What follows belongs to an exercise in optimizing a design on an open flow for small area; a production flow would make more cautious choices. At most, simulation tests tie the RTL to the original design; equivalence was not proved. For run 3, only the layout was checked, not whether the RTL still works. The flow treats the clock pin as an ideal source, which a real chip does not have. Power is estimated from default activity; no workload was simulated.

==> design.v <==
package robotCfgPkg;
	typedef logic [7:0] percent_t;
	typedef logic [31:0] pulseWidth_t;
	typedef logic [31:0] encCount_t;
	localparam logic [31:0] framePeriodCycles = 32'd1100000;
	localparam logic [31:0] pulseLowLimit = 32'd50000;
	localparam logic [31:0] pulseRangeStep = 32'd250;
	localparam logic [31:0] centerPercent = 32'd100;
	localparam pulseWidth_t pulseRestWidth = pulseLowLimit + centerPercent * pulseRangeStep;
	localparam encCount_t encResetCount = 32'h80000000;
endpackage
package robotRegPkg;
	typedef logic [31:0] regWord_t;
	typedef logic [7:0] apbAddr_t;
	typedef enum logic [7:0] {
		CTRL        = 8'h00,
		LEFT_SPEED  = 8'h04,
		RIGHT_SPEED = 8'h08,
		PAN_POS     = 8'h0C,
		TILT_POS    = 8'h10,
		ENC_LEFT    = 8'h14,
		ENC_RIGHT   = 8'h18,
		BOARD_ID    = 8'h1C
	} regAddr_e;
	localparam int ctrlBits = 3;
	localparam logic [31:0] ctrlMotorSelBit = 32'd0;
	localparam logic [31:0] ctrlCamSelBit = 32'd1;
	localparam logic [31:0] ctrlAlarmBit = 32'd2;
	localparam logic [ctrlBits-1:0] ctrlResetValue = '0;
	localparam regWord_t boardIdWord = 32'hDEADBEEF;
endpackage
`timescale 1ns/1ps
module hostRegs (
	input  logic                   OSC_FPGA,
	input  logic                   arstN_i,
	input  logic                   psel_i,
	input  logic                   penable_i,
	input  logic                   pwrite_i,
	input  robotRegPkg::apbAddr_t  paddr_i,
	input  robotRegPkg::regWord_t  pwdata_i,
	output robotRegPkg::regWord_t  prdata_o,
	output logic                   pready_o,
	output logic                   pslverr_o,
	input  robotCfgPkg::encCount_t encLeft_i,
	input  robotCfgPkg::encCount_t encRight_i,
	output robotCfgPkg::percent_t  leftSpeed_o,
	output robotCfgPkg::percent_t  rightSpeed_o,
	output robotCfgPkg::percent_t  panPos_o,
	output robotCfgPkg::percent_t  tiltPos_o,
	output logic                   motorSel_o,
	output logic                   camSel_o,
	output logic                   alarm_o
);
	logic [robotRegPkg::ctrlBits-1:0] ctrlReg;
	robotCfgPkg::percent_t leftSpeedReg;
	robotCfgPkg::percent_t rightSpeedReg;
	robotCfgPkg::percent_t panPosReg;
	robotCfgPkg::percent_t tiltPosReg;
	logic [2:0] word;
	logic accessPhase;
	logic aligned;
	logic readOnly;
	logic writeEn;
	assign word = paddr_i[4:2];
	assign aligned = ~|{paddr_i[7:5], paddr_i[1:0]};
	assign readOnly = word[2] & (word[1] | word[0]);
	assign accessPhase = psel_i & penable_i;
	assign pready_o = accessPhase;
	assign pslverr_o = accessPhase & (~aligned | (pwrite_i & readOnly));
	assign writeEn = accessPhase & pwrite_i & aligned & ~readOnly;
	always_comb
	begin
		case (word)
			3'd0: prdata_o = robotRegPkg::regWord_t'(ctrlReg);
			3'd1: prdata_o = robotRegPkg::regWord_t'(leftSpeedReg);
			3'd2: prdata_o = robotRegPkg::regWord_t'(rightSpeedReg);
			3'd3: prdata_o = robotRegPkg::regWord_t'(panPosReg);
			3'd4: prdata_o = robotRegPkg::regWord_t'(tiltPosReg);
			3'd5: prdata_o = encLeft_i;
			3'd6: prdata_o = encRight_i;
			default: prdata_o = robotRegPkg::boardIdWord;
		endcase
	end
	always_ff @(posedge OSC_FPGA or negedge arstN_i)
	begin
		if (!arstN_i)
		begin
			ctrlReg <= robotRegPkg::ctrlResetValue;
			leftSpeedReg <= robotCfgPkg::percent_t'(robotCfgPkg::centerPercent);
			rightSpeedReg <= robotCfgPkg::percent_t'(robotCfgPkg::centerPercent);
			panPosReg <= robotCfgPkg::percent_t'(robotCfgPkg::centerPercent);
			tiltPosReg <= robotCfgPkg::percent_t'(robotCfgPkg::centerPercent);
		end
		else if (writeEn)
		begin
			case (word)
				3'd0: ctrlReg <= pwdata_i[robotRegPkg::ctrlBits-1:0];
				3'd1: leftSpeedReg <= pwdata_i[7:0];
				3'd2: rightSpeedReg <= pwdata_i[7:0];
				3'd3: panPosReg <= pwdata_i[7:0];
				3'd4: tiltPosReg <= pwdata_i[7:0];
				default: ;
			endcase
		end
	end
	assign leftSpeed_o = leftSpeedReg;
	assign rightSpeed_o = rightSpeedReg;
	assign panPos_o = panPosReg;
	assign tiltPos_o = tiltPosReg;
	assign motorSel_o = ctrlReg[robotRegPkg::ctrlMotorSelBit];
	assign camSel_o = ctrlReg[robotRegPkg::ctrlCamSelBit];
	assign alarm_o = ctrlReg[robotRegPkg::ctrlAlarmBit];
endmodule
`timescale 1ns/1ps
module servoFrame (
	input  logic       OSC_FPGA,
	input  logic       arstN_i,
	output logic       early_o,
	output logic       window_o,
	output logic [7:0] pos_o,
	output logic       load_o
);
	logic [7:0] lowDigit;
	logic [12:0] highDigit;
	logic [7:0] lowNext;
	logic lowWrap;
	logic highEnd;
	assign {lowWrap, lowNext} = {1'b0, lowDigit} + 9'd1;
	assign highEnd = highDigit[12] & highDigit[8] & highDigit[6] & highDigit[5]
		& highDigit[2] & highDigit[1] & highDigit[0];
	always_ff @(posedge OSC_FPGA or negedge arstN_i)
	begin
		if (!arstN_i)
		begin
			lowDigit <= 8'd6;
			highDigit <= 13'd56;
		end
		else
		begin
			lowDigit <= lowNext | {5'b0, lowWrap, lowWrap, 1'b0};
			if (lowWrap)
				highDigit <= highEnd ? 13'd56 : highDigit + 13'd1;
		end
	end
	assign early_o = (highDigit[12:8] == 5'd0);
	assign window_o = (highDigit[12:8] == 5'd1);
	assign pos_o = highDigit[7:0];
	assign load_o = highEnd & (lowDigit == 8'd254);
endmodule
module servoChannel (
	input  logic                  OSC_FPGA,
	input  logic                  arstN_i,
	input  robotCfgPkg::percent_t setpoint_i,
	input  logic                  early_i,
	input  logic                  window_i,
	input  logic [7:0]            pos_i,
	input  logic                  load_i,
	input  logic                  genSel_i,
	input  logic                  rcIn_i,
	output logic                  pulse_o
);
	robotCfgPkg::percent_t activeSet;
	logic genPulse;
	always_ff @(posedge OSC_FPGA or negedge arstN_i)
	begin
		if (!arstN_i)
			activeSet <= robotCfgPkg::percent_t'(robotCfgPkg::centerPercent);
		else if (load_i)
			activeSet <= setpoint_i;
	end
	assign genPulse = early_i | (window_i & (pos_i < activeSet));
	assign pulse_o = genSel_i ? genPulse : rcIn_i;
endmodule
`timescale 1ns/1ps
module quadDecoder (
	input  logic                   OSC_FPGA,
	input  logic                   arstN_i,
	input  logic                   encA_i,
	input  logic                   encB_i,
	output robotCfgPkg::encCount_t count_o
);
	logic [1:0] syncA;
	logic [1:0] syncB;
	logic prevA;
	logic prevB;
	logic stepEn;
	logic stepDown;
	logic [32:0] carry;
	robotCfgPkg::encCount_t countReg;
	always_ff @(posedge OSC_FPGA or negedge arstN_i)
	begin
		if (!arstN_i)
		begin
			syncA <= '0;
			syncB <= '0;
			prevA <= 1'b0;
			prevB <= 1'b0;
		end
		else
		begin
			syncA <= {syncA[0], encA_i};
			syncB <= {syncB[0], encB_i};
			prevA <= syncA[1];
			prevB <= syncB[1];
		end
	end
	assign stepEn = syncA[1] ^ prevA ^ syncB[1] ^ prevB;
	assign stepDown = ~(syncA[1] ^ prevB);
	always_comb
	begin
		carry[0] = stepEn;
		for (int i = 0; i < 32; i++)
			carry[i+1] = carry[i] & (countReg[i] ^ stepDown);
	end
	always_ff @(posedge OSC_FPGA or negedge arstN_i)
	begin
		if (!arstN_i)
			countReg <= robotCfgPkg::encResetCount;
		else
			countReg <= countReg ^ carry[31:0];
	end
	assign count_o = countReg;
endmodule
`timescale 1ns/1ps
module motionIoTop (
	input  logic                  OSC_FPGA,
	input  logic                  arstN_i,
	input  logic                  psel_i,
	input  logic                  penable_i,
	input  logic                  pwrite_i,
	input  robotRegPkg::apbAddr_t paddr_i,
	input  robotRegPkg::regWord_t pwdata_i,
	output robotRegPkg::regWord_t prdata_o,
	output logic                  pready_o,
	output logic                  pslverr_o,
	input  logic                  rcLeftElev_i,
	input  logic                  rcRightAile_i,
	input  logic                  rcPanRudd_i,
	input  logic                  rcTiltThro_i,
	input  logic                  encLeftA_i,
	input  logic                  encLeftB_i,
	input  logic                  encRightA_i,
	input  logic                  encRightB_i,
	output logic                  motorLeft_o,
	output logic                  motorRight_o,
	output logic                  camPan_o,
	output logic                  camTilt_o,
	output logic                  alarm_o
);
	robotCfgPkg::percent_t leftSpeed;
	robotCfgPkg::percent_t rightSpeed;
	robotCfgPkg::percent_t panPos;
	robotCfgPkg::percent_t tiltPos;
	robotCfgPkg::encCount_t encLeftCount;
	robotCfgPkg::encCount_t encRightCount;
	logic motorSel;
	logic camSel;
	logic frameEarly;
	logic frameWindow;
	logic [7:0] framePos;
	logic frameLoad;
	hostRegs regs (
		.OSC_FPGA     (OSC_FPGA),
		.arstN_i      (arstN_i),
		.psel_i       (psel_i),
		.penable_i    (penable_i),
		.pwrite_i     (pwrite_i),
		.paddr_i      (paddr_i),
		.pwdata_i     (pwdata_i),
		.prdata_o     (prdata_o),
		.pready_o     (pready_o),
		.pslverr_o    (pslverr_o),
		.encLeft_i    (encLeftCount),
		.encRight_i   (encRightCount),
		.leftSpeed_o  (leftSpeed),
		.rightSpeed_o (rightSpeed),
		.panPos_o     (panPos),
		.tiltPos_o    (tiltPos),
		.motorSel_o   (motorSel),
		.camSel_o     (camSel),
		.alarm_o      (alarm_o)
	);
	servoFrame frame (
		.OSC_FPGA (OSC_FPGA),
		.arstN_i  (arstN_i),
		.early_o  (frameEarly),
		.window_o (frameWindow),
		.pos_o    (framePos),
		.load_o   (frameLoad)
	);
	servoChannel servoLeft (
		.OSC_FPGA   (OSC_FPGA),
		.arstN_i    (arstN_i),
		.early_i    (frameEarly),
		.window_i   (frameWindow),
		.pos_i      (framePos),
		.load_i     (frameLoad),
		.setpoint_i (leftSpeed),
		.genSel_i   (motorSel),
		.rcIn_i     (rcLeftElev_i),
		.pulse_o    (motorLeft_o)
	);
	servoChannel servoRight (
		.OSC_FPGA   (OSC_FPGA),
		.arstN_i    (arstN_i),
		.early_i    (frameEarly),
		.window_i   (frameWindow),
		.pos_i      (framePos),
		.load_i     (frameLoad),
		.setpoint_i (rightSpeed),
		.genSel_i   (motorSel),
		.rcIn_i     (rcRightAile_i),
		.pulse_o    (motorRight_o)
	);
	servoChannel servoPan (
		.OSC_FPGA   (OSC_FPGA),
		.arstN_i    (arstN_i),
		.early_i    (frameEarly),
		.window_i   (frameWindow),
		.pos_i      (framePos),
		.load_i     (frameLoad),
		.setpoint_i (panPos),
		.genSel_i   (camSel),
		.rcIn_i     (rcPanRudd_i),
		.pulse_o    (camPan_o)
	);
	servoChannel servoTilt (
		.OSC_FPGA   (OSC_FPGA),
		.arstN_i    (arstN_i),
		.early_i    (frameEarly),
		.window_i   (frameWindow),
		.pos_i      (framePos),
		.load_i     (frameLoad),
		.setpoint_i (tiltPos),
		.genSel_i   (camSel),
		.rcIn_i     (rcTiltThro_i),
		.pulse_o    (camTilt_o)
	);
	quadDecoder decLeft (
		.OSC_FPGA (OSC_FPGA),
		.arstN_i  (arstN_i),
		.encA_i   (encLeftA_i),
		.encB_i   (encLeftB_i),
		.count_o  (encLeftCount)
	);
	quadDecoder decRight (
		.OSC_FPGA (OSC_FPGA),
		.arstN_i  (arstN_i),
		.encA_i   (encRightA_i),
		.encB_i   (encRightB_i),
		.count_o  (encRightCount)
	);
endmodule
==> run.sh <==
#!/bin/bash
# synth_recipe.tcl (not shown) runs the flow's synth.tcl, then flattens the netlist and writes it again
# the make line also repeats each setting of config.mk as NAME=value (left out here)
make -C /OpenROAD-flow-scripts/flow DESIGN_CONFIG=/design/flow/config.mk WORK_HOME=/design/flow/orfs CLKGATE_MAP_FILE= SYNTH_SCRIPT=/design/flow/synth_recipe.tcl finish
==> config.mk <==
export PLATFORM = sky130hd
export DESIGN_NAME = motionIoTop
export DESIGN_NICKNAME = motionIoTop
export VERILOG_FILES = /design/flow/design.v
export SDC_FILE = /design/flow/constraint.sdc
export NUM_CORES = 4
export LEC_CHECK = 0
export CAP_MARGIN = 20
export CORE_MARGIN = 2
export CORE_UTILIZATION = 40
export SLEW_MARGIN = 20
==> constraint.sdc <==
create_clock -name core_clock -period 10.0 [get_ports {OSC_FPGA}]
set_input_delay 2.0000 -clock core_clock [delete_from_list [all_inputs] [get_ports {OSC_FPGA}]]
set_output_delay 2.0000 -clock core_clock [all_outputs]
set_load 0.01 [all_outputs]
==> results of run 1 <==
## through the flow
stage	worst slack, ps	cell area (um^2)
floorplan	4760	9050
global placement	3400	10000
detailed placement	3400	10000
CTS	3400	10600
global route	3310	10600
finish	3420	10600
## path summary, 6_finish.rpt
kind                            cells past startpoint                         from                              end
worst max-delay path                                6                   paddr_i[3]                      prdata_o[8]
worst min-delay path                                0  decRight.syncA[0]$_DFF_PN0_      decRight.syncA[1]$_DFF_PN0_
worst max register to register                      7  decRight.syncA[1]$_DFF_PN0_  decRight.countReg[25]$_DFF_PN0_
worst min register to register                      0  decRight.syncA[0]$_DFF_PN0_      decRight.syncA[1]$_DFF_PN0_
max in group asynchronous                           3                      arstN_i  decRight.countReg[12]$_DFF_PN0_
min in group asynchronous                           1                      arstN_i      frame.lowDigit[3]$_DFF_PN0_
## power groups by stage
stage / Sequential (mW) / Combinational [mW] / Clock [mW]
6_report: 0.836 / 0.309 / 0.709
5_1_grt: 0.852 / 0.346 / 0.752
4_1_cts: 0.836 / 0.312 / 0.725
3_5_place_dp: 0.847 / 0.310 / 0
3_3_place_gp: 0.845 / 0.307 / 0
2_1_floorplan: 0.796 / 0.245 / 0
## layout make-up
cell class | instances | area, um^2 | area share
timing repair buffer | 77 | 737 | 0.0693
tap | 285 | 357 | 0.0335
inverter | 36 | 135 | 0.0127
clock inverter | 11 | 175 | 0.0165
clock buffer | 21 | 460 | 0.0433
multi-input combinational | 630 | 4630 | 0.436
sequential | 164 | 4140 | 0.389
## synth_stat cells, types with 12 or more instances
cell type | count | area, um^2
dfstp_2 | 31 | 815
xnor2_1 | 67 | 587
clkbuf_1 | 27 | 101
o21ai_0 | 32 | 160
nand2_1 | 70 | 263
and3_1 | 14 | 87.6
dfrtp_1 | 133 | 3330
nor3_1 | 16 | 80.1
a21oi_1 | 14 | 70.1
inv_1 | 36 | 135
nand4_1 | 16 | 100
a21boi_0 | 22 | 165
nor2b_1 | 14 | 87.6
mux2_2 | 74 | 833
nor2_1 | 56 | 210
xor2_1 | 37 | 324
mux2i_1 | 12 | 120
ha_1 | 31 | 388
nand3_1 | 29 | 145
## state kept, by name, indices dropped and copies added (netlist names)
signal	cells
decRight.prevB	1
decLeft.syncB	2
decRight.prevA	1
decLeft.prevA	1
decLeft.prevB	1
decLeft.syncA	2
regs.leftSpeedReg	8
regs.ctrlReg	3
regs.rightSpeedReg	8
decRight.countReg	32
regs.tiltPosReg	8
regs.panPosReg	8
servoRight.activeSet	8
frame.highDigit	13
decRight.syncA	2
decRight.syncB	2
decLeft.countReg	32
servoLeft.activeSet	8
servoPan.activeSet	8
frame.lowDigit	8
servoTilt.activeSet	8
## metal layers
| metal | up-vias | wire length [um] | global-route usage |
|---|---|---|---|
| li1 | 3166 | - | - |
| met1 | 3140 | 9690 | 0.240 |
| met2 | 88 | 10300 | 0.312 |
| met3 | 23 | 596 | 0.0373 |
| met4 | 0 | 342 | 0.0542 |
| met5 | - | 0 | 0 |
## logic make-up (layout without fill, tap and decap cells)
| family | after synthesis | in the layout | share of synthesized area |
|---|---|---|---|
| AO/OA/AOI/OAI | 133 | 133 | 0.101 |
| XOR/XNOR | 105 | 105 | 0.102 |
| adder cells (fa/ha/maj) | 31 | 31 | 0.0428 |
| buffers and inverters | 77 | 145 | 0.0340 |
| flip-flops | 164 | 164 | 0.458 |
| multiplexers | 86 | 86 | 0.105 |
| AND/OR/NAND/NOR | 275 | 275 | 0.157 |
==> flow_summary.ini, run 1 <==
[floorplan]
core_area_um2 = 22400
initial_core_util = 0.404
die_h_um = 154
die_w_um = 154
dieArea_um2 = 23900
pin_count = 92
rows = 55

[sta]
fmax_mhz = 152
slew_viol_final = 0
timing.final.crit_period_ps = 6580
tns_ps = 0
hold_viol_final = 0
clock_skew_ps = 9.82
hold_slack_ps = 350
worst_slew_pin_slew_ps = 937
finalSetupViolCount = 0
slew_headroom = 0.370
rsz0062_at_grt = no
fin_crit_sh = 0.658

[setup_path]
crit_chain = clkdlybuf4s50_1 -> buf_4 -> nor2b_1 -> a22oi_1 -> nor2b_1 -> clkdlybuf4s50_1
crit_required_ps = 8000
cp_slowest_cell = nor2b_1
critPathLaunchType = primary input
cpLargestDelayFamily = buffers and inverters
crit_buf_inv = 3
worstPathArrival_ps = 4580
ff2ff_setup_slack_ps = 7190
max_stage_delay_ps = 780
crit_type = primary input to primary output
cp-end-kind = primary output
cp_max_fo = 42

[cells_and_area]
final_cell_mix = 133 x dfrtp_1, 74 x mux2_2, 70 x nand2_1
n_fill_cell = 2088
final_util = 0.474
layout.nets = 1010
diodes = 0
final_cells = 1224
drive_gt1_frac = 0.178
layout_commonest_cell = dfrtp_1
syn_to_final_growth_pct = 17.5

[drt]
postRouteAntennaNets = 0
drt_wl_total_um = 20900
vias_per_cell = 5.24
post-route-drc-count = 0
dr_total_vias = 6417
drt-pass1-iter-count = 5
drt_iter0_drc = 209
wl_per_cell_um = 17.1

[synth]
synth_flop_cell = dfrtp_1
synthCells = 871
ys_ff_latch = 164
synth_edf_count = 0
syn_area_um2 = 9050
synth_nets = 955
synth_seq_area_share = 0.458
ys_types = 63
ys_warn_count = 4
syn_avg_cell_area_um2 = 10.4
async_flop_share = 1.00

[clock_network]
cts.repair.resized = 0
root_buffer = clkbuf_16
cts_tree = built
clock_sink_count = 164
htreeDepth = 4
ctsHoldBuffers = 0
clkTransAtPathRegs_ps = 70
numCtsBuffers = 17
post_cts_buffers = 0
clock_path_buffers = 2
clock_latency_ps = 430

[pwr]
leakagePower_nw = 4.66
combPwrFrac = 0.167
sequentialPowerShare = 0.451
power.total_mw = 1.85
p_clk_frac = 0.382
power_density_nw_per_um2 = 174
vdd_drop_max_mv = 0.0889
p_sw_mw = 0.531
internal_power_mw = 1.32
switching_share = 0.287

[grt]
grt_max_degree = 76
grt_overflow = 0
antenna_found_initial = 0
grt_pass1_vias = 6443
grt_use_total = 0.184
grt_first_pass_wirelength_um = 34600

[place]
portBuffers = 67
dpl.hpwl_um = 14700
gp_congestion = 0.782
place_inst = 1192

[hold_path]
hold_class = flip-flop to flip-flop

[outcome]
status = finished clean

[job]
maxCapViolations = 0
==> run 2: changes to the inputs <==
==> flow/run.sh (new file) <==
#!/bin/bash
# Standard ORFS layout, with two changes:
#  - ABC maps for area (the stock script sizes every path for a 10 ps target)
#  - port buffers use the smallest buffer cell
set -euo pipefail
W=$(pwd)
rm -rf "$W/scripts_own"
cp -r "$FLOW_HOME/scripts" "$W/scripts_own"
cp "$W/flow/abc_map.script" "$W/scripts_own/abc_speed.script"
bash "$W/standard.sh" SCRIPTS_DIR="$W/scripts_own" \
	BUFFER_PORTS_ARGS="-buffer_cell sky130_fd_sc_hd__buf_1" finish > "$W/make_finish.log" 2>&1
==> flow/abc_map.script (new file) <==
strash
&get -n
&fraig -x
&put
scorr
dc2
strash
&get -n
&dch -f
&nf
&put
==> standard.sh (new file) <==
#!/bin/bash
# synth_recipe.tcl (not shown) runs the flow's synth.tcl, then flattens the netlist and writes it again
# the make line also repeats each setting of config.mk as NAME=value (left out here)
make -C /OpenROAD-flow-scripts/flow DESIGN_CONFIG=/design/flow/config.mk WORK_HOME=/design/flow/orfs CLKGATE_MAP_FILE= SYNTH_SCRIPT=/design/flow/synth_recipe.tcl "${@:-finish}"
--- a/config.mk
+++ b/config.mk
@@ -9,3 +9,4 @@
 export CORE_MARGIN = 2
-export CORE_UTILIZATION = 40
+export CORE_UTILIZATION = 60
+export CTS_BUF_LIST = sky130_fd_sc_hd__clkbuf_8
 export SLEW_MARGIN = 20
removed: run.sh
==> run 2 against run 1 <==
Flip-flop and latch count unchanged. Critical path type unchanged. Non-clock buffer count unchanged. First-iteration DRC count increased by 56%. Clock-buffer cell count decreased by 2. Area after synthesis decreased by 9.8%. Still clean. Largest power group unchanged. Setup slack improved by 700 ps. Clock power decreased by 25%. Via count decreased by 3.9%. Synthesized cell count decreased by 11%. Total power decreased by 17%.
==> flow_summary.ini, run 2 <==
[outcome]
status = finished clean

[synth]
synth_top_cell_by_area = dfrtp_1
ys_types = 38
synth_edf_count = 0
synth_nets = 859
ys_top_cells_by_area = dfrtp_1 41%, dfstp_2 10%, xnor2_1 5.8%
synth.most_common_cell = dfrtp_1
synth_seq_area_share = 0.507
syn_avg_cell_area_um2 = 10.5
yosys-top-cells-count = 133 x dfrtp_1, 83 x nand2_1, 55 x nor2_1, 54 x xnor2_1, 51 x o21ai_0
synth_flop_cell = dfrtp_1
ys_warn_count = 4
ys_ff_latch = 164
syn_area_um2 = 8160
synthCells = 775
async_flop_share = 1.00
synth_top_area_frac = 0.408

[sta]
fin_crit_sh = 0.588
timing.final.crit_period_ps = 5880
hold_viol_final = 0
hold_slack_ps = 359
slew_viol_final = 0
tns_ps = 0
worst_slew_pin_slew_ps = 1130
clock_skew_ps = 12.6
finalSetupViolCount = 0
fmax_mhz = 170
slew_headroom = 0.244
rsz0062_at_grt = no

[clock_network]
cts_tree = built
clock_path_buffers = 2
clkTransAtPathRegs_ps = 80
ctsHoldBuffers = 0
cts.repair.resized = 0
clock_latency_ps = 450
clock_sink_count = 164
numCtsBuffers = 17
root_buffer = clkbuf_8
post_cts_buffers = 0
htreeDepth = 4

[floorplan]
initial_core_util = 0.616
rows = 42
die_h_um = 121
die_w_um = 121
pin_count = 92
dieArea_um2 = 14600
core_area_um2 = 13200

[setup_path]
reg2regPathDepth = 11
ff2ff_setup_slack_ps = 5190
crit_required_ps = 8000
worstPathArrival_ps = 3880
r2r-start = decLeft.syncA[1]$_DFF_PN0_
cp-end-kind = primary output
crit_type = primary input to primary output
critPathLaunchType = primary input
worst_r2r_endpoint = decLeft.countReg[31]$_DFF_PN1_
cp_max_fo = 17

[grt]
grt_max_degree = 68
grt_pass1_vias = 6093
antenna_found_initial = 0
grt_overflow = 0
grt_use_total = 0.261
grt_first_pass_wirelength_um = 29800

[drt]
drt_iter0_drc = 326
drt-pass1-iter-count = 5
dr_total_vias = 6165
postRouteAntennaNets = 0
post-route-drc-count = 0
drt_wl_total_um = 17700
wl_per_cell_um = 16.7
vias_per_cell = 5.82

[place]
place_inst = 1028
gp_congestion = 0.785
portBuffers = 67
dpl.hpwl_um = 12700

[job]
maxCapViolations = 0

[hold_path]
hold_class = flip-flop to flip-flop
min_path_cells = 0
hp-start = decRight.syncB[0]$_DFF_PN0_
hold_end = decRight.syncB[1]$_DFF_PN0_

[cells_and_area]
drive_gt1_frac = 0.0848
layout.nets = 955
layout_commonest_cell = dfrtp_1
final_cells = 1060
final_cell_mix = 133 x dfrtp_1, 83 x nand2_1, 66 x buf_1
largestRegisters = decLeft.countReg x32, decRight.countReg x32, frame.highDigit x13
n_fill_cell = 1051
diodes = 0
syn_to_final_growth_pct = 12.7

[pwr]
power_density_nw_per_um2 = 167
leakagePower_nw = 4.16
vdd_drop_max_mv = 0.110
[run 2: changes by cell type in the layout (fill, tap and decap cells not counted), sizes merged, moves of 13 or more]
| cell | delta |
|---|---|
| buf | +63 |
| o21ai | +19 |
| a221o | +13 |
| clkinv | +37 |
| clkdlybuf4s50 | -64 |
| mux2 | -33 |
| a21boi | -22 |
| inv | -36 |
| a21oi | +26 |
| xnor2 | -14 |
| nand2 | +13 |
[run 2: routing by layer]
layer / global-route usage / share of wire
met2: 0.420 / 0.48
met5: 0 / 0
met3: 0.0458 / 0.044
met4: 0.0669 / 0.010
met1: 0.369 / 0.46
[run 2: through the flow]
stage / worst slack [ps] / total power, mW / utilization / instance area, um^2
2_1_floorplan: 4850 / 0.932 / - / 8160
3_3_place_gp: 4190 / 0.994 / 0.661 / 8750
3_5_place_dp: 4130 / 1.01 / 0.661 / 8750
4_1_cts: 4090 / 1.55 / 0.695 / 9200
5_1_grt: 3980 / 1.61 / 0.695 / 9200
6_report: 4120 / 1.53 / 0.695 / 9200
[run 2: cells by family (layout without fill, tap and decap cells)]
group / Yosys count / in the layout / synth area share
simple gates: 252 / 252 / 0.146
compound gates: 160 / 160 / 0.127
buf+inv: 35 / 144 / 0.0161
flops: 164 / 164 / 0.507
mux: 41 / 41 / 0.0566
xor+xnor: 92 / 92 / 0.0987
fa+ha+maj: 31 / 31 / 0.0475
[run 2: cell type report]
class	count	area, um^2	area share
clock buffer	19	262	0.0284
clock inverter	13	189	0.0205
inverter	35	131	0.0143
multi-input combinational	576	3930	0.427
sequential	164	4140	0.450
tap	176	220	0.0239
timing repair buffer	77	330	0.0359
[run 2: worst max-delay path by stage]
| stage | from | end | cells after the start |
|---|---|---|---|
| after CTS | paddr_i[2] | prdata_o[1] | 5 |
| after floorplan | paddr_i[2] | prdata_o[0] | 4 |
| after detailed placement | paddr_i[2] | prdata_o[1] | 5 |
| after global routing | paddr_i[4] | prdata_o[1] | 7 |
| final | paddr_i[2] | prdata_o[1] | 7 |
| after global placement | paddr_i[2] | prdata_o[3] | 5 |
[run 2: critical path: stages]
cell	delay, ps
buf_1	260
and3b_1	430
buf_4	310
a22o_1	250
a221oi_1	300
nand3_1	150
buf_1	160
[run 2: where the power goes]
part / switching (mW) / internal [mW] / total [mW]
logic: 0.115 / 0.0919 / 0.207
clock network: 0.227 / 0.306 / 0.533
registers: 0.0738 / 0.719 / 0.793
total: 0.416 / 1.12 / 1.53
==> run 3: changes to the inputs <==
--- a/design.v
+++ b/design.v
@@ -127,5 +127,25 @@
 	logic highEnd;
-	assign {lowWrap, lowNext} = {1'b0, lowDigit} + 9'd1;
+	logic [8:0] lowCarry;
+	logic [13:0] highCarry;
+	logic [12:0] highNext;
+	logic frameWrap;
+	always_comb
+	begin
+		lowCarry[0] = 1'b1;
+		for (int i = 0; i < 8; i++)
+		begin
+			lowNext[i] = lowDigit[i] ^ lowCarry[i];
+			lowCarry[i+1] = lowDigit[i] & lowCarry[i];
+		end
+		highCarry[0] = lowWrap;
+		for (int i = 0; i < 13; i++)
+		begin
+			highNext[i] = highDigit[i] ^ highCarry[i];
+			highCarry[i+1] = highDigit[i] & highCarry[i];
+		end
+	end
+	assign lowWrap = lowCarry[8];
 	assign highEnd = highDigit[12] & highDigit[8] & highDigit[6] & highDigit[5]
 		& highDigit[2] & highDigit[1] & highDigit[0];
+	assign frameWrap = lowWrap & highEnd;
 	always_ff @(posedge OSC_FPGA or negedge arstN_i)
@@ -140,4 +160,3 @@
 			lowDigit <= lowNext | {5'b0, lowWrap, lowWrap, 1'b0};
-			if (lowWrap)
-				highDigit <= highEnd ? 13'd56 : highDigit + 13'd1;
+			highDigit <= frameWrap ? 13'd56 : highNext;
 		end
@@ -170,3 +189,10 @@
 	end
-	assign genPulse = early_i | (window_i & (pos_i < activeSet));
+	logic [8:0] carry;
+	always_comb
+	begin
+		carry[0] = 1'b0;
+		for (int i = 0; i < 8; i++)
+			carry[i+1] = (activeSet[i] & ~pos_i[i]) | (carry[i] & (activeSet[i] | ~pos_i[i]));
+	end
+	assign genPulse = early_i | (window_i & carry[8]);
 	assign pulse_o = genSel_i ? genPulse : rcIn_i;
@@ -174,2 +200,14 @@
 `timescale 1ns/1ps
+module cntPair (
+	input  logic       tIn,
+	input  logic       dn,
+	input  logic [1:0] c,
+	output logic [1:0] cNext,
+	output logic       tOut
+);
+	logic t1N;
+	assign t1N = ~(tIn & (c[0] ^ dn));
+	assign tOut = ~(t1N | ~(c[1] ^ dn));
+	assign cNext = {~(c[1] ^ t1N), c[0] ^ tIn};
+endmodule
 module quadDecoder (
@@ -187,4 +225,5 @@
 	logic stepDown;
-	logic [32:0] carry;
+	logic [16:0] carry;
 	robotCfgPkg::encCount_t countReg;
+	robotCfgPkg::encCount_t countNext;
 	always_ff @(posedge OSC_FPGA or negedge arstN_i)
@@ -208,7 +247,11 @@
 	assign stepDown = ~(syncA[1] ^ prevB);
-	always_comb
-	begin
-		carry[0] = stepEn;
-		for (int i = 0; i < 32; i++)
-			carry[i+1] = carry[i] & (countReg[i] ^ stepDown);
+	assign carry[0] = stepEn;
+	for (genvar i = 0; i < 16; i++) begin : pairs
+		cntPair pair (
+			.tIn   (carry[i]),
+			.dn    (stepDown),
+			.c     (countReg[2*i+1:2*i]),
+			.cNext (countNext[2*i+1:2*i]),
+			.tOut  (carry[i+1])
+		);
 	end
@@ -219,3 +262,3 @@
 		else
-			countReg <= countReg ^ carry[31:0];
+			countReg <= countNext;
 	end
==> flow/run.sh (replaced) <==
#!/bin/bash
# The standard ORFS layout (standard.sh), with these changes:
#  - ABC maps for area: the stock script sizes every path for a 10 ps target
#  - the two-bit counter slices (cntPair) are mapped on their own, then
#    flattened like the rest
#  - port buffers use the smallest buffer cell
#  - the clock tree uses small buffers and no dummy loads
set -euo pipefail
W=$(pwd)
rm -rf "$W/scripts_own"
cp -r "$FLOW_HOME/scripts" "$W/scripts_own"
cp "$W/flow/abc_map.script" "$W/scripts_own/abc_speed.script"
bash "$W/standard.sh" SCRIPTS_DIR="$W/scripts_own" \
	SYNTH_KEEP_MODULES=cntPair \
	BUFFER_PORTS_ARGS="-buffer_cell sky130_fd_sc_hd__buf_1" \
	CTS_ARGS="$(cat "$W/flow/cts_args.txt")" \
	finish > "$W/make_finish.log" 2>&1
==> flow/abc_map.script (replaced) <==
strash
&get -n
&fraig -x
&put
scorr
dc2
strash
&get -n
&dch -f
&nf -R 1000 -p
&put
==> flow/cts_args.txt (new file) <==
-sink_clustering_enable -repair_clock_nets -dont_use_dummy_load -buf_list sky130_fd_sc_hd__clkbuf_8
--- a/config.mk
+++ b/config.mk
@@ -9,4 +9,3 @@
 export CORE_MARGIN = 2
-export CORE_UTILIZATION = 60
-export CTS_BUF_LIST = sky130_fd_sc_hd__clkbuf_8
+export CORE_UTILIZATION = 70
 export SLEW_MARGIN = 20
==> run 3 against run 2 <==
Routed wire length shrank 11%. Sequential share of layout area rose by 4.1 points. Synthesized cell count is 21% lower. Clock-buffer cell count decreased by 2. Clock skew increased by 10 ps. First-iteration DRC count down 3.7%. Register-to-register slack worse by 1500 ps. Fmax is 6.9% lower. Critical path type is now flip-flop to flip-flop. Largest cell class unchanged. Largest power group unchanged.
==> flow_summary.ini, run 3 <==
[synth]
ys_warn_count = 4
syn_area_um2 = 7670
syn_avg_cell_area_um2 = 12.5
synthCells = 616
synth_nets = 689

[clock_network]
clock_sink_count = 164
ctsHoldBuffers = 0
post_cts_buffers = 0
root_buffer = clkbuf_8
cts_tree = built
cts.repair.resized = 0
clock_path_buffers = 2
htreeDepth = 4
clkTransAtPathRegs_ps = 90
numCtsBuffers = 17
clock_latency_ps = 450

[job]
maxCapViolations = 0

[setup_path]
cp_max_fo = 32
crit_top_cell = nand2_1
cpLargestDelayFamily = simple AND/OR/NAND/NOR gates
crit_required_ps = 10380
cp_slowest_cell = buf_4
reg2regPathDepth = 35
crit_type = flip-flop to flip-flop
ff2ff_setup_slack_ps = 3690
worstPathArrival_ps = 6700
r2r-start = decLeft.prevB$_DFF_PN0_
max_stage_delay_ps = 480
critPathLaunchType = flip-flop
worst_r2r_endpoint = decLeft.countReg[31]$_DFF_PN1_
cp-end-kind = flip-flop
crit_buf_inv = 1

[drt]
wl_met3_um = 668
vias_per_cell = 5.95
dr_wl_met2_um = 7710
postRouteAntennaNets = 0
dr_total_vias = 5054
drt-pass1-iter-count = 5
wl_per_cell_um = 18.4
drt_wl_total_um = 15700
maxUsedRoutingLayer = met4
post-route-drc-count = 0
drt_iter0_drc = 314
route.layer.met1.wl_um = 6970

[floorplan]
pin_count = 92
core_area_um2 = 10700
die_w_um = 109
rows = 38
dieArea_um2 = 11800
die_h_um = 109
initial_core_util = 0.714

[cells_and_area]
final_cell_mix = 133 x dfrtp_1, 66 x xor2_1, 66 x buf_1
drive_gt1_frac = 0.0873
final_cells = 850
ff_latch_area_um2 = 4140
largestRegisters = decLeft.countReg x32, decRight.countReg x32, frame.highDigit x13
final_util = 0.785
multi_input_area_um2 = 3500
layout_commonest_cell = dfrtp_1
diodes = 0
n_fill_cell = 688
fin_area_um2 = 8430
syn_to_final_growth_pct = 9.86
layout.nets = 785

[grt]
antenna_found_initial = 0
grt_overflow = 0
grt_first_pass_wirelength_um = 25500
grt_use_total = 0.286
grt_max_degree = 77
grt_pass1_vias = 5234

[sta]
timing.final.crit_period_ps = 6310
tns_ps = 0
hold_viol_final = 0
finalSetupViolCount = 0
slew_headroom = 0.261
worst_slew_pin_slew_ps = 1110
hold_slack_ps = 356
slew_viol_final = 0
fmax_mhz = 158
clock_skew_ps = 22.8
rsz0062_at_grt = no
fin_crit_sh = 0.631

[place]
place_area_um2 = 8200
place_inst = 833
dpl.hpwl_um = 10800
gp_congestion = 0.799
portBuffers = 67

[hold_path]
hp-start = decRight.syncB[0]$_DFF_PN0_
hold_end = decRight.syncB[1]$_DFF_PN0_
hold_class = flip-flop to flip-flop
min_path_cells = 0

[pwr]
leakagePower_nw = 4.02
power_density_nw_per_um2 = 154
vdd_drop_max_mv = 0.145

[outcome]
status = finished clean
==> run 3: final cells by class <==
type,count,area share
sequential,164,0.491
multi-input combinational,439,0.415
timing repair buffer,77,0.0392
clock buffer,17,0.0277
tap,140,0.0208
inverter,13,0.00579
==> run 3: report_power, final <==
group	internal, mW	switching, mW	total [mW]
registers	0.711	0.0540	0.765
logic	0.0855	0.0947	0.180
clock network	0.150	0.206	0.356
==> run 3: worst max path at each step <==
stage	start	endpoint	slack [ps]	cells past startpoint
2_1_floorplan	decLeft.syncA[1]$_DFF_PN0_	decLeft.countReg[31]$_DFF_PN1_	2880	34
3_3_place_gp	decLeft.prevB$_DFF_PN0_	decLeft.countReg[31]$_DFF_PN1_	3940	35
3_5_place_dp	decLeft.prevB$_DFF_PN0_	decLeft.countReg[31]$_DFF_PN1_	3730	35
4_1_cts	decLeft.prevB$_DFF_PN0_	decLeft.countReg[31]$_DFF_PN1_	3650	35
5_1_grt	decRight.syncA[1]$_DFF_PN0_	decRight.countReg[31]$_DFF_PN1_	2960	35
6_report	decLeft.prevB$_DFF_PN0_	decLeft.countReg[31]$_DFF_PN1_	3690	35
==> run 3: layer usage <==
layer,vias up,track usage
met3,26,0.0586
li1,2362,-
met4,0,0.107
met5,-,0
met2,112,0.472
met1,2554,0.377
==> run 3: through the flow <==
stage / power [mW] / setup slack (ps)
detailed placement: 0.956 / 3730
floorplan: 0.894 / 2880
finish: 1.30 / 3690
global placement: 0.945 / 3940
CTS: 1.31 / 3650
global route: 1.36 / 2960
==> run 3: worst register-to-register path: cells and delay by family (launching register included) <==
| kind | cells | cell delay, ps |
|---|---|---|
| xor+xnor | 3 | 550 |
| buf+inv | 1 | 480 |
| flops | 1 | 450 |
| simple gates | 31 | 4800 |
==> run 4: changes to the inputs <==
--- a/design.v
+++ b/design.v
@@ -127,3 +127,2 @@
 	logic highEnd;
-	logic [8:0] lowCarry;
 	logic [13:0] highCarry;
@@ -131,10 +130,7 @@
 	logic frameWrap;
+	assign lowWrap = (lowDigit == 8'd25);
+	assign lowNext = {lowDigit[6], lowDigit[5] | lowWrap, lowDigit[4:0],
+		lowDigit[7] ^ lowDigit[3] ^ lowDigit[2] ^ lowDigit[1]};
 	always_comb
 	begin
-		lowCarry[0] = 1'b1;
-		for (int i = 0; i < 8; i++)
-		begin
-			lowNext[i] = lowDigit[i] ^ lowCarry[i];
-			lowCarry[i+1] = lowDigit[i] & lowCarry[i];
-		end
 		highCarry[0] = lowWrap;
@@ -146,3 +142,2 @@
 	end
-	assign lowWrap = lowCarry[8];
 	assign highEnd = highDigit[12] & highDigit[8] & highDigit[6] & highDigit[5]
@@ -154,3 +149,3 @@
 		begin
-			lowDigit <= 8'd6;
+			lowDigit <= 8'd115;
 			highDigit <= 13'd56;
@@ -159,4 +154,6 @@
 		begin
-			lowDigit <= lowNext | {5'b0, lowWrap, lowWrap, 1'b0};
-			highDigit <= frameWrap ? 13'd56 : highNext;
+			lowDigit <= lowNext;
+			highDigit <= {highNext[12] & ~frameWrap, highNext[11:9],
+				highNext[8] & ~frameWrap, highNext[7], highNext[6] & ~frameWrap,
+				highNext[5], highNext[4] | frameWrap, highNext[3:0]};
 		end
@@ -166,3 +163,3 @@
 	assign pos_o = highDigit[7:0];
-	assign load_o = highEnd & (lowDigit == 8'd254);
+	assign load_o = highEnd & (lowDigit == 8'd140);
 endmodule
--- a/flow/run.sh
+++ b/flow/run.sh
@@ -6,3 +6,3 @@
 #  - port buffers use the smallest buffer cell
-#  - the clock tree uses small buffers and no dummy loads
+#  - the clock tree uses clkbuf_8 and no dummy loads
 set -euo pipefail
--- a/config.mk
+++ b/config.mk
@@ -7,5 +7,5 @@
 export LEC_CHECK = 0
-export CAP_MARGIN = 20
+export CAP_MARGIN = 0
 export CORE_MARGIN = 2
 export CORE_UTILIZATION = 70
-export SLEW_MARGIN = 20
+export SLEW_MARGIN = 0
==> run 4 against run 3 <==
Cell area shrank 1.3%. Critical endpoint is now decRight.countReg[31]$_DFF_PN1_. Via count shrank 0.38%. Die area shrank 1.3%. Clock-buffer cell count is the same. Critical path depth shrank 1. Clock power is essentially flat. Total power shrank 0.28%. Flip-flop and latch count is the same. Final cell count shrank 1.5%.
==> flow_summary.ini, run 4 <==
[setup_path]
cp-end-kind = flip-flop
worstPathArrival_ps = 7130
max_stage_delay_ps = 990
crit_required_ps = 10390
critPathLaunchType = flip-flop
crit_type = flip-flop to flip-flop
cp_slowest_cell = xnor2_2
reg2regPathDepth = 34
worst_r2r_endpoint = decRight.countReg[31]$_DFF_PN1_
r2r-start = decRight.prevB$_DFF_PN0_
crit_top_cell = nand2_1
cp-endpoint = decRight.countReg[31]$_DFF_PN1_
ff2ff_setup_slack_ps = 3260
cp-startpoint = decRight.prevB$_DFF_PN0_
cp_max_fo = 16

[grt]
use_met3 = 0.0621
grt_use_total = 0.294
antenna_found_initial = 0
gr-usage-met2 = 0.462
met1_usage = 0.403
top_usage_layer = met2
grt_overflow = 0
grt_max_degree = 66
grt_first_pass_wirelength_um = 25900
grt_pass1_vias = 5343

[drt]
postRouteAntennaNets = 0
drt_wl_total_um = 15600
wl_per_cell_um = 18.6
drt_iter0_drc = 408
vias_per_cell = 6.02
dr_total_vias = 5035
drt-pass1-iter-count = 5
post-route-drc-count = 0

[cells_and_area]
layout_commonest_cell = dfrtp_1
fin_area_um2 = 8320
syn_to_final_growth_pct = 9.88
largestRegisters = decLeft.countReg x32, decRight.countReg x32, frame.highDigit x13
final_util = 0.799
drive_gt1_frac = 0.0913
ff_latch_area_um2 = 4150
n_fill_cell = 657
multi_input_area_um2 = 3410
layout.nets = 768
final_cell_mix = 130 x dfrtp_1, 67 x xor2_1, 67 x xnor2_1
diodes = 0

[pwr]
p_clk_frac = 0.272
leakagePower_nw = 3.98
power.total_mw = 1.30
switching_share = 0.271
power_density_nw_per_um2 = 156
combPwrFrac = 0.138
internal_power_mw = 0.946
vdd_drop_max_mv = 0.120
sequentialPowerShare = 0.590
p_sw_mw = 0.352

[job]
maxCapViolations = 0

[clock_network]
clock_sink_count = 164
clock_path_buffers = 2
root_buffer = clkbuf_8
numCtsBuffers = 17
cts_tree = built
post_cts_buffers = 0
htreeDepth = 4
ctsHoldBuffers = 0
clkTransAtPathRegs_ps = 80
clock_latency_ps = 460
cts.repair.resized = 0

[floorplan]
dieArea_um2 = 11700
die_h_um = 108
initial_core_util = 0.727
core_area_um2 = 10400
pin_count = 92
rows = 37
die_w_um = 108

[synth]
synth_nets = 673
ys_warn_count = 4
syn_avg_cell_area_um2 = 12.5
syn_area_um2 = 7570
synthCells = 608

[hold_path]
hold_class = flip-flop to flip-flop

[sta]
worst_slew_pin_slew_ps = 1280
finalSetupViolCount = 0
fin_crit_sh = 0.674
rsz0062_at_grt = no
tns_ps = 0
slew_viol_final = 0
hold_slack_ps = 354
clock_skew_ps = 14.5
fmax_mhz = 148
slew_headroom = 0.143
hold_viol_final = 0
timing.final.crit_period_ps = 6740

[place]
gp_congestion = 0.832
portBuffers = 67
dpl.hpwl_um = 10900
place_area_um2 = 8090

[outcome]
status = finished clean
[run 4: how the worst min path moves through the flow]
| stage | startpoint | end | cells after the start |
|---|---|---|---|
| after global placement | decRight.syncB[0]$_DFF_PN0_ | decRight.syncB[1]$_DFF_PN0_ | 0 |
| after global routing | decRight.syncB[0]$_DFF_PN0_ | decRight.syncB[1]$_DFF_PN0_ | 0 |
| after floorplan | decLeft.syncA[0]$_DFF_PN0_ | decLeft.syncA[1]$_DFF_PN0_ | 0 |
| final | decRight.syncB[0]$_DFF_PN0_ | decRight.syncB[1]$_DFF_PN0_ | 0 |
| after detailed placement | decRight.syncB[0]$_DFF_PN0_ | decRight.syncB[1]$_DFF_PN0_ | 0 |
| after CTS | decRight.syncB[0]$_DFF_PN0_ | decRight.syncB[1]$_DFF_PN0_ | 0 |
[run 4: metal layers]
metal  routed length [um]  part of all wire
met1                 7130              0.46
met2                 7400              0.47
met3                  802             0.051
met4                  275             0.018
met5                    0                 0
[run 4: through the flow]
step | setup WS, ps | instances
2_1_floorplan | 2880 | 608
3_3_place_gp | 3680 | 820
3_5_place_dp | 3450 | 820
4_1_cts | 3330 | 837
5_1_grt | 2560 | 837
6_report | 3260 | 837
[run 4: layout make-up]
| type | count | share of cell area |
|---|---|---|
| Sequential cell | 164 | 0.498 |
| Multi-Input combinational cell | 434 | 0.410 |
| Tap cell | 136 | 0.0204 |
| Clock buffer | 17 | 0.0281 |
| Timing Repair Buffer | 76 | 0.0388 |
| Inverter | 10 | 0.00451 |
[run 4: power groups by stage]
stage	Sequential [mW]	Combinational [mW]	Clock (mW)
final	0.766	0.179	0.353
after global routing	0.772	0.200	0.385
after CTS	0.766	0.181	0.361
after detailed placement	0.778	0.179	0
after global placement	0.774	0.170	0
after floorplan	0.764	0.130	0
[run 4: critical path: cells and delay by family, from the launching register on]
| family | cells | cell delay [ps] |
|---|---|---|
| flip-flops | 1 | 400 |
| XOR/XNOR | 3 | 1370 |
| AND/OR/NAND/NOR | 31 | 4880 |
==> run 5: changes to the inputs <==
--- a/config.mk
+++ b/config.mk
@@ -7,5 +7,5 @@
 export LEC_CHECK = 0
-export CAP_MARGIN = 0
+export CAP_MARGIN = 20
 export CORE_MARGIN = 2
 export CORE_UTILIZATION = 70
-export SLEW_MARGIN = 0
+export SLEW_MARGIN = 20
==> run 5 against run 4 <==
Register-to-register slack improved by 350 ps. Still clean on timing, DRC and antenna. Setup slack improved by 350 ps. Die area is the same.
==> flow_summary.ini, run 5 <==
[setup_path]
crit_top_cell = nand2_1
crit_required_ps = 10370
crit_buf_inv = 0
reg2regPathDepth = 34
critPathLaunchType = flip-flop
r2r-start = decLeft.prevB$_DFF_PN0_
cp.depth = 34
cp-end-kind = flip-flop
cpLargestDelayFamily = simple AND/OR/NAND/NOR gates
cp_slowest_cell = xnor2_2
max_stage_delay_ps = 700
worst_r2r_endpoint = decLeft.countReg[31]$_DFF_PN1_
cp_max_fo = 12
ff2ff_setup_slack_ps = 3610
worstPathArrival_ps = 6760
cp-startpoint = decLeft.prevB$_DFF_PN0_
crit_type = flip-flop to flip-flop

[sta]
timing.final.crit_period_ps = 6390
fin_crit_sh = 0.639
fmax_mhz = 156
clock_skew_ps = 18.6
finalSetupViolCount = 0
hold_viol_final = 0
tns_ps = 0
slew_headroom = 0.272
rsz0062_at_grt = no
fin_ws_ps = 3610
slew_viol_final = 0
worst_slew_pin_slew_ps = 1090

[synth]
syn_avg_cell_area_um2 = 12.5
ys_warn_count = 4
synthCells = 608
synth_nets = 673
syn_area_um2 = 7570

[clock_network]
clkTransAtPathRegs_ps = 80
cts.repair.resized = 0
clock_latency_ps = 450
post_cts_buffers = 0
htreeDepth = 4
ctsHoldBuffers = 0
clock_sink_count = 164
clock_path_buffers = 2
numCtsBuffers = 17
cts_tree = built
root_buffer = clkbuf_8

[hold_path]
hold_end = decRight.syncB[1]$_DFF_PN0_
hold_class = flip-flop to flip-flop
hp-start = decRight.syncB[0]$_DFF_PN0_
min_path_cells = 0

[cells_and_area]
largestRegisters = decLeft.countReg x32, decRight.countReg x32, frame.highDigit x13
drive_gt1_frac = 0.0940
syn_to_final_growth_pct = 10.1
layout.nets = 769
layout_commonest_cell = dfrtp_1
diodes = 0
fin_area_um2 = 8340
final_cell_mix = 130 x dfrtp_1, 67 x xor2_1, 67 x xnor2_1

[floorplan]
die_h_um = 108
rows = 37
pin_count = 92
die_w_um = 108
dieArea_um2 = 11700
initial_core_util = 0.727
core_area_um2 = 10400

[drt]
drt_iter0_drc = 368
drt-pass1-iter-count = 4
postRouteAntennaNets = 0
wl_per_cell_um = 18.8
drt_wl_total_um = 15700
vias_per_cell = 5.98
post-route-drc-count = 0
dr_total_vias = 5008

[grt]
grt_overflow = 0
grt_first_pass_wirelength_um = 26000
antenna_found_initial = 0
gr-usage-met2 = 0.474
grt_max_degree = 66
top_usage_layer = met2
grt_pass1_vias = 5248
met1_usage = 0.411
use_met3 = 0.0657
grt_use_total = 0.295

[place]
dpl.hpwl_um = 10900
place_ws_ps = 3720
gp_congestion = 0.832
place_area_um2 = 8100
portBuffers = 67

[pwr]
vdd_drop_max_mv = 0.112
power.total_mw = 1.30
leakagePower_nw = 3.98
power_density_nw_per_um2 = 156

[outcome]
status = finished clean

[job]
maxCapViolations = 0
## run 5: cell count changes in the layout (fill, tap and decap cells not counted), sizes merged
cell	change
buf	+1
## run 5: how the worst max path moves through the flow
| stage | endpoint | slack, ps |
|---|---|---|
| global placement | decRight.countReg[31]$_DFF_PN1_ | 3680 |
| finish | decLeft.countReg[31]$_DFF_PN1_ | 3610 |
| detailed placement | decLeft.countReg[31]$_DFF_PN1_ | 3720 |
| CTS | decLeft.countReg[31]$_DFF_PN1_ | 3590 |
| floorplan | decLeft.countReg[31]$_DFF_PN1_ | 2880 |
| global route | decLeft.countReg[31]$_DFF_PN1_ | 2870 |
## run 5: power by group
part           internal, mW  leakage, nW  total (mW)  switching (mW)
Clock                 0.150        0.122       0.351           0.202
Sequential            0.712         2.11       0.766          0.0542
Combinational        0.0858         1.75       0.180          0.0943
## run 5: area by class of cell
type	count	area (um^2)
clock buffer	17	234
fill	645	2080
inverter	10	37.5
multi-input combinational	434	3420
sequential	164	4150
tap	136	170
timing repair buffer	77	334
## run 5: per-stage QoR
step                hold WS [ps]  std cells  utilization
floorplan                    331        608            -
global placement             332        820        0.777
detailed placement           336        821        0.778
CTS                          358        838        0.800
global route                 368        838        0.801
finish                       355        838        0.801
## run 5: layer usage
| layer | share of wire | routed length (um) |
|---|---|---|
| met1 | 0.45 | 7130 |
| met4 | 0.012 | 196 |
| met5 | 0 | 0 |
| met2 | 0.48 | 7600 |
| met3 | 0.051 | 808 |
==> run 6: changes to the inputs <==
--- a/flow/run.sh
+++ b/flow/run.sh
@@ -6,3 +6,4 @@
 #  - port buffers use the smallest buffer cell
-#  - the clock tree uses clkbuf_8 and no dummy loads
+#  - the clock tree uses clkbuf_8 and no dummy loads, then each of its
+#    buffers that can drive its flip-flops well enough becomes a clkbuf_4
 set -euo pipefail
@@ -12,2 +13,5 @@
 cp "$W/flow/abc_map.script" "$W/scripts_own/abc_speed.script"
+# after the clock tree is built, shrink the buffers that can be shrunk
+sed -i "s|^log_cmd clock_tree_synthesis {\*}\$cts_args\$|&\nsource $W/flow/shrink_clk.tcl|" "$W/scripts_own/cts.tcl"
+grep -q "shrink_clk.tcl" "$W/scripts_own/cts.tcl"
 bash "$W/standard.sh" SCRIPTS_DIR="$W/scripts_own" \
==> flow/shrink_clk.tcl (new file) <==
# After TritonCTS: swap each clock buffer for a smaller one when every
# flip-flop clock pin keeps its estimated slew under the limit (in ns).
proc shrink_clock_buffers { small limit } {
  set block [ord::get_db_block]
  set n 0
  foreach inst [$block getInsts] {
    set name [$inst getName]
    if { ![string match clkbuf_* $name] } { continue }
    set old [[$inst getMaster] getName]
    if { $old eq $small } { continue }
    replace_cell $name $small
    estimate_parasitics -placement
    set worst 0
    foreach pin [get_pins -hierarchical */CLK] {
      set s [get_property $pin slew_max]
      if { $s > $worst } { set worst $s }
    }
    if { $worst > $limit } {
      replace_cell $name $old
      estimate_parasitics -placement
    } else {
      incr n
    }
  }
  puts "shrink_clock_buffers: $n clock buffers now $small"
}
set_propagated_clock [all_clocks]
estimate_parasitics -placement
shrink_clock_buffers sky130_fd_sc_hd__clkbuf_4 0.095
==> run 6 against run 5 <==
Largest cell class unchanged. Largest power group unchanged. Utilization shrank 0.18 points. Non-clock buffer count is the same. First-iteration DRC count grew 8.7%. Cell area shrank 0.23%. Clock skew grew 7.0 ps. Fmax grew 0.16%. Hold slack gained 0.56 ps. Critical path type unchanged. Via count is essentially flat. Sequential share of layout area grew 0.11 points. Final cell count is the same. Still clean on timing, DRC and antenna.
==> flow_summary.ini, run 6 <==
[setup_path]
worst_r2r_endpoint = decLeft.countReg[31]$_DFF_PN1_
max_stage_delay_ps = 700
reg2regPathDepth = 34
worstPathArrival_ps = 6890
crit_required_ps = 10500
cp_max_fo = 12
crit_type = flip-flop to flip-flop
ff2ff_setup_slack_ps = 3620
cp-startpoint = decLeft.prevB$_DFF_PN0_
cp_slowest_cell = xnor2_2
cp-endpoint = decLeft.countReg[31]$_DFF_PN1_
crit_top_cell = nand2_1
cp-end-kind = flip-flop
critPathLaunchType = flip-flop
r2r-start = decLeft.prevB$_DFF_PN0_

[cells_and_area]
largestRegisters = decLeft.countReg x32, decRight.countReg x32, frame.highDigit x13
drive_gt1_frac = 0.0940
syn_to_final_growth_pct = 9.84
layout_commonest_cell = dfrtp_1
n_fill_cell = 649
diodes = 0
final_cell_mix = 130 x dfrtp_1, 67 x xor2_1, 67 x xnor2_1
fin_area_um2 = 8320
layout.nets = 769

[sta]
worst_slew_pin_slew_ps = 1070
timing.final.crit_period_ps = 6380
hold_viol_final = 0
rsz0062_at_grt = no
clock_skew_ps = 25.6
fin_ws_ps = 3620
fmax_mhz = 157
hold_slack_ps = 356
slew_viol_final = 0
slew_headroom = 0.284
tns_ps = 0
fin_crit_sh = 0.638
finalSetupViolCount = 0

[drt]
vias_per_cell = 5.98
wl_per_cell_um = 18.7
drt_iter0_drc = 400
dr_total_vias = 5011
drt_wl_total_um = 15700
postRouteAntennaNets = 0
drt-pass1-iter-count = 5
post-route-drc-count = 0

[grt]
antenna_found_initial = 0
grt_first_pass_wirelength_um = 26000
grt_overflow = 0
grt_use_total = 0.295
grt_max_degree = 66
grt_pass1_vias = 5248

[floorplan]
core_area_um2 = 10400
pin_count = 92
dieArea_um2 = 11700
die_w_um = 108
initial_core_util = 0.727
rows = 37
die_h_um = 108

[place]
place_ws_ps = 3720
portBuffers = 67
place_area_um2 = 8100
gp_congestion = 0.832
dpl.hpwl_um = 10900

[hold_path]
hp-start = decRight.syncB[0]$_DFF_PN0_
hold_class = flip-flop to flip-flop

[clock_network]
numCtsBuffers = 17
clock_latency_ps = 600
cts.repair.resized = 0
ctsHoldBuffers = 0
clkTransAtPathRegs_ps = 80
cts_tree = built
clock_sink_count = 164
post_cts_buffers = 0

[pwr]
power.total_mw = 1.28
vdd_drop_max_mv = 0.112
leakagePower_nw = 3.98
power_density_nw_per_um2 = 154

[job]
maxCapViolations = 0

[outcome]
status = finished clean

[synth]
syn_area_um2 = 7570
syn_avg_cell_area_um2 = 12.5
synthCells = 608
synth_nets = 673
ys_warn_count = 4
-- run 6: power breakdown --
part	internal [mW]	total (mW)	switching [mW]
Clock	0.136	0.336	0.200
Combinational	0.0858	0.180	0.0944
Sequential	0.711	0.765	0.0538
Total	0.933	1.28	0.348
-- run 6: worst max-delay path, delay by kind of cell (launching register included) --
family           cells  cell delay [ps]
flip-flops           1              410
XOR/XNOR             3             1090
AND/OR/NAND/NOR     31             4820
-- run 6: cell type report --
type                            count  area, um^2  area share
Sequential cell                   164        4150       0.498
Multi-Input combinational cell    434        3420       0.411
Timing Repair Buffer               77         334      0.0402
Clock buffer                       17         215      0.0259
Tap cell                          136         170      0.0205
Inverter                           10        37.5     0.00451
-- run 6: routing by layer --
layer  global-route usage  wire [um]  vias up  part of all wire
li1                     -          -     2331                 -
met1                0.411       7040     2496              0.45
met2                0.473       7550      163              0.48
met3               0.0663        883       21             0.056
met4               0.0852        206        0             0.013
met5                    0          0        -                 0
-- run 6: how the worst min path moves through the flow --
stage | end | slack [ps] | cells after the start
global placement | decRight.syncB[1]$_DFF_PN0_ | 330 | 0
floorplan | decLeft.syncA[1]$_DFF_PN0_ | 330 | 0
CTS | decRight.syncB[1]$_DFF_PN0_ | 360 | 0
detailed placement | decRight.syncB[1]$_DFF_PN0_ | 340 | 0
global route | decRight.syncB[1]$_DFF_PN0_ | 370 | 0
finish | decRight.syncB[1]$_DFF_PN0_ | 360 | 0
-- run 6: metrics by stage --
step,std cells,utilization
floorplan,608,-
global placement,820,0.777
detailed placement,821,0.778
CTS,838,0.798
global route,838,0.799
finish,838,0.799
==> run 7: changes to the inputs <==
--- a/flow/shrink_clk.tcl
+++ b/flow/shrink_clk.tcl
@@ -28,2 +28,2 @@
 estimate_parasitics -placement
-shrink_clock_buffers sky130_fd_sc_hd__clkbuf_4 0.095
+shrink_clock_buffers sky130_fd_sc_hd__clkbuf_4 0.112
==> run 7 against run 6 <==
Still clean. Non-clock buffer count did not move. Area after synthesis did not move. First-iteration DRC count fell by 4.0%. Critical path type unchanged. Critical endpoint unchanged.
==> flow_summary.ini, run 7 <==
[clock_network]
clkTransAtPathRegs_ps = 110
ctsHoldBuffers = 0
post_cts_buffers = 0
clock_sink_count = 164
cts.repair.resized = 0
clock_latency_ps = 560
numCtsBuffers = 17
cts_tree = built

[setup_path]
cp-end-kind = flip-flop
crit_type = flip-flop to flip-flop
crit_required_ps = 10500
cp_slowest_cell = xnor2_2
worstPathArrival_ps = 6760
ff2ff_setup_slack_ps = 3740
critPathLaunchType = flip-flop
cp-startpoint = decLeft.prevB$_DFF_PN0_
max_stage_delay_ps = 700
cp_max_fo = 12
r2r-start = decLeft.prevB$_DFF_PN0_
crit_top_cell = nand2_1

[sta]
rsz0062_at_grt = no
hold_viol_final = 0
timing.final.crit_period_ps = 6260
worst_slew_pin_slew_ps = 1080
slew_headroom = 0.281
fmax_mhz = 160
hold_slack_ps = 355
slew_viol_final = 0
finalSetupViolCount = 0
fin_crit_sh = 0.626
clock_skew_ps = 39.8
tns_ps = 0

[grt]
grt_use_total = 0.292
antenna_found_initial = 0
grt_first_pass_wirelength_um = 25800
grt_max_degree = 66
grt_pass1_vias = 5242
grt_overflow = 0

[synth]
syn_area_um2 = 7570
syn_avg_cell_area_um2 = 12.5
ys_warn_count = 4
synth_nets = 673
synthCells = 608

[pwr]
leakagePower_nw = 3.95
power_density_nw_per_um2 = 150
vdd_drop_max_mv = 0.112

[floorplan]
dieArea_um2 = 11700
rows = 37
pin_count = 92
core_area_um2 = 10400
die_h_um = 108
initial_core_util = 0.727
die_w_um = 108

[drt]
drt-pass1-iter-count = 5
maxUsedRoutingLayer = met4
route.layer.met1.wl_um = 7030
wl_per_cell_um = 18.5
dr_wl_met2_um = 7480
wl_met3_um = 864
postRouteAntennaNets = 0
dr_total_vias = 5006
vias_per_cell = 5.97
drt_iter0_drc = 384
drt_wl_total_um = 15500
post-route-drc-count = 0

[cells_and_area]
syn_to_final_growth_pct = 9.18
drive_gt1_frac = 0.0940
diodes = 0
layout_commonest_cell = dfrtp_1
fin_area_um2 = 8270
largestRegisters = decLeft.countReg x32, decRight.countReg x32, frame.highDigit x13
layout.nets = 769
final_cell_mix = 130 x dfrtp_1, 67 x xor2_1, 67 x xnor2_1

[outcome]
status = finished clean

[place]
portBuffers = 67
place_area_um2 = 8100
gp_congestion = 0.832
dpl.hpwl_um = 10900

[hold_path]
hp-start = decRight.syncB[0]$_DFF_PN0_
hold_class = flip-flop to flip-flop

[job]
maxCapViolations = 0
[run 7: cell count changes in the layout (fill, tap and decap cells not counted)]
cell / before / now
clkbuf_8: 14 / 6
clkbuf_4: 4 / 12
[run 7: area by class of cell]
type,count,area [um^2]
Multi-Input combinational cell,434,3420
Clock buffer,17,165
Fill cell,653,2150
Tap cell,136,170
Sequential cell,164,4150
Timing Repair Buffer,77,334
Inverter,10,37.5
[run 7: metal layers]
metal,vias up,GRT usage
met5,-,0
met4,0,0.0824
met3,15,0.0639
met2,156,0.464
met1,2507,0.413
li1,2328,-
[run 7: through the flow]
stage,std cells,power [mW],util,worst slack (ps)
after floorplan,608,0.894,-,2880
after global placement,820,0.944,0.777,3680
after detailed placement,821,0.957,0.778,3720
after CTS,838,1.25,0.794,3700
after global routing,838,1.30,0.794,2890
final,838,1.24,0.794,3740
[run 7: where the power goes]
part / internal, mW / switching (mW)
clock network: 0.103 / 0.192
logic: 0.0858 / 0.0943
registers: 0.711 / 0.0535
[run 7: critical path: cells and delay by family (launching register included)]
kind | cells | cell delay, ps
xor+xnor | 3 | 1070
flops | 1 | 410
simple gates | 31 | 4750
[run 7: final timing paths]
check,to,depth (start not counted)
worst max register to register,decLeft.countReg[31]$_DFF_PN1_,34
worst min register to register,decRight.syncB[1]$_DFF_PN0_,0
worst min-delay path,decRight.syncB[1]$_DFF_PN0_,0
worst max-delay path,decLeft.countReg[31]$_DFF_PN1_,34
min in group asynchronous,servoPan.activeSet[7]$_DFFE_PN0P_,1
max in group asynchronous,decLeft.countReg[13]$_DFF_PN0_,3

[what the ideal ports hide]
The results above use ideal ports. As a check the final layouts listed here were re-extracted and re-timed, cells and wires unchanged.
Step 1, drivers: a clkbuf_16 drives OSC_FPGA and a buf_2 each remaining input, both assumed.
Step 2 moves the port delays by t, midway between the first and last clock arrival at a register: inputs arrive t later, outputs are due t later. That takes back most of the time a late clock gives input paths.
a / b / c = no drivers / after step 1 / after step 2; a / b = the first two.
| run | t (ns) | setup WS [ns] | slew at the worst register clock pin (ns) |
|---|---|---|---|
| run 1 | 0.474 | 3.418 / 3.388 / 3.388 | 0.07 / 0.07 |
| run 2 | 0.477 | 4.120 / 4.099 / 4.099 | 0.09 / 0.09 |
| run 3 | 0.477 | 3.687 / 3.687 / 3.687 | 0.09 / 0.09 |
| run 4 | 0.488 | 3.259 / 3.259 / 3.259 | 0.08 / 0.08 |
| run 5 | 0.474 | 3.605 / 3.605 / 3.605 | 0.08 / 0.08 |
| run 6 | 0.615 | 3.615 / 3.615 / 3.615 | 0.09 / 0.09 |
| run 7 | 0.580 | 3.736 / 3.736 / 3.736 | 0.11 / 0.11 |
After both steps setup and hold are still met in every run listed. The setup slack of run 1, which loses most, moves by -0.030 ns with the drivers and by -0.030 ns with both steps.
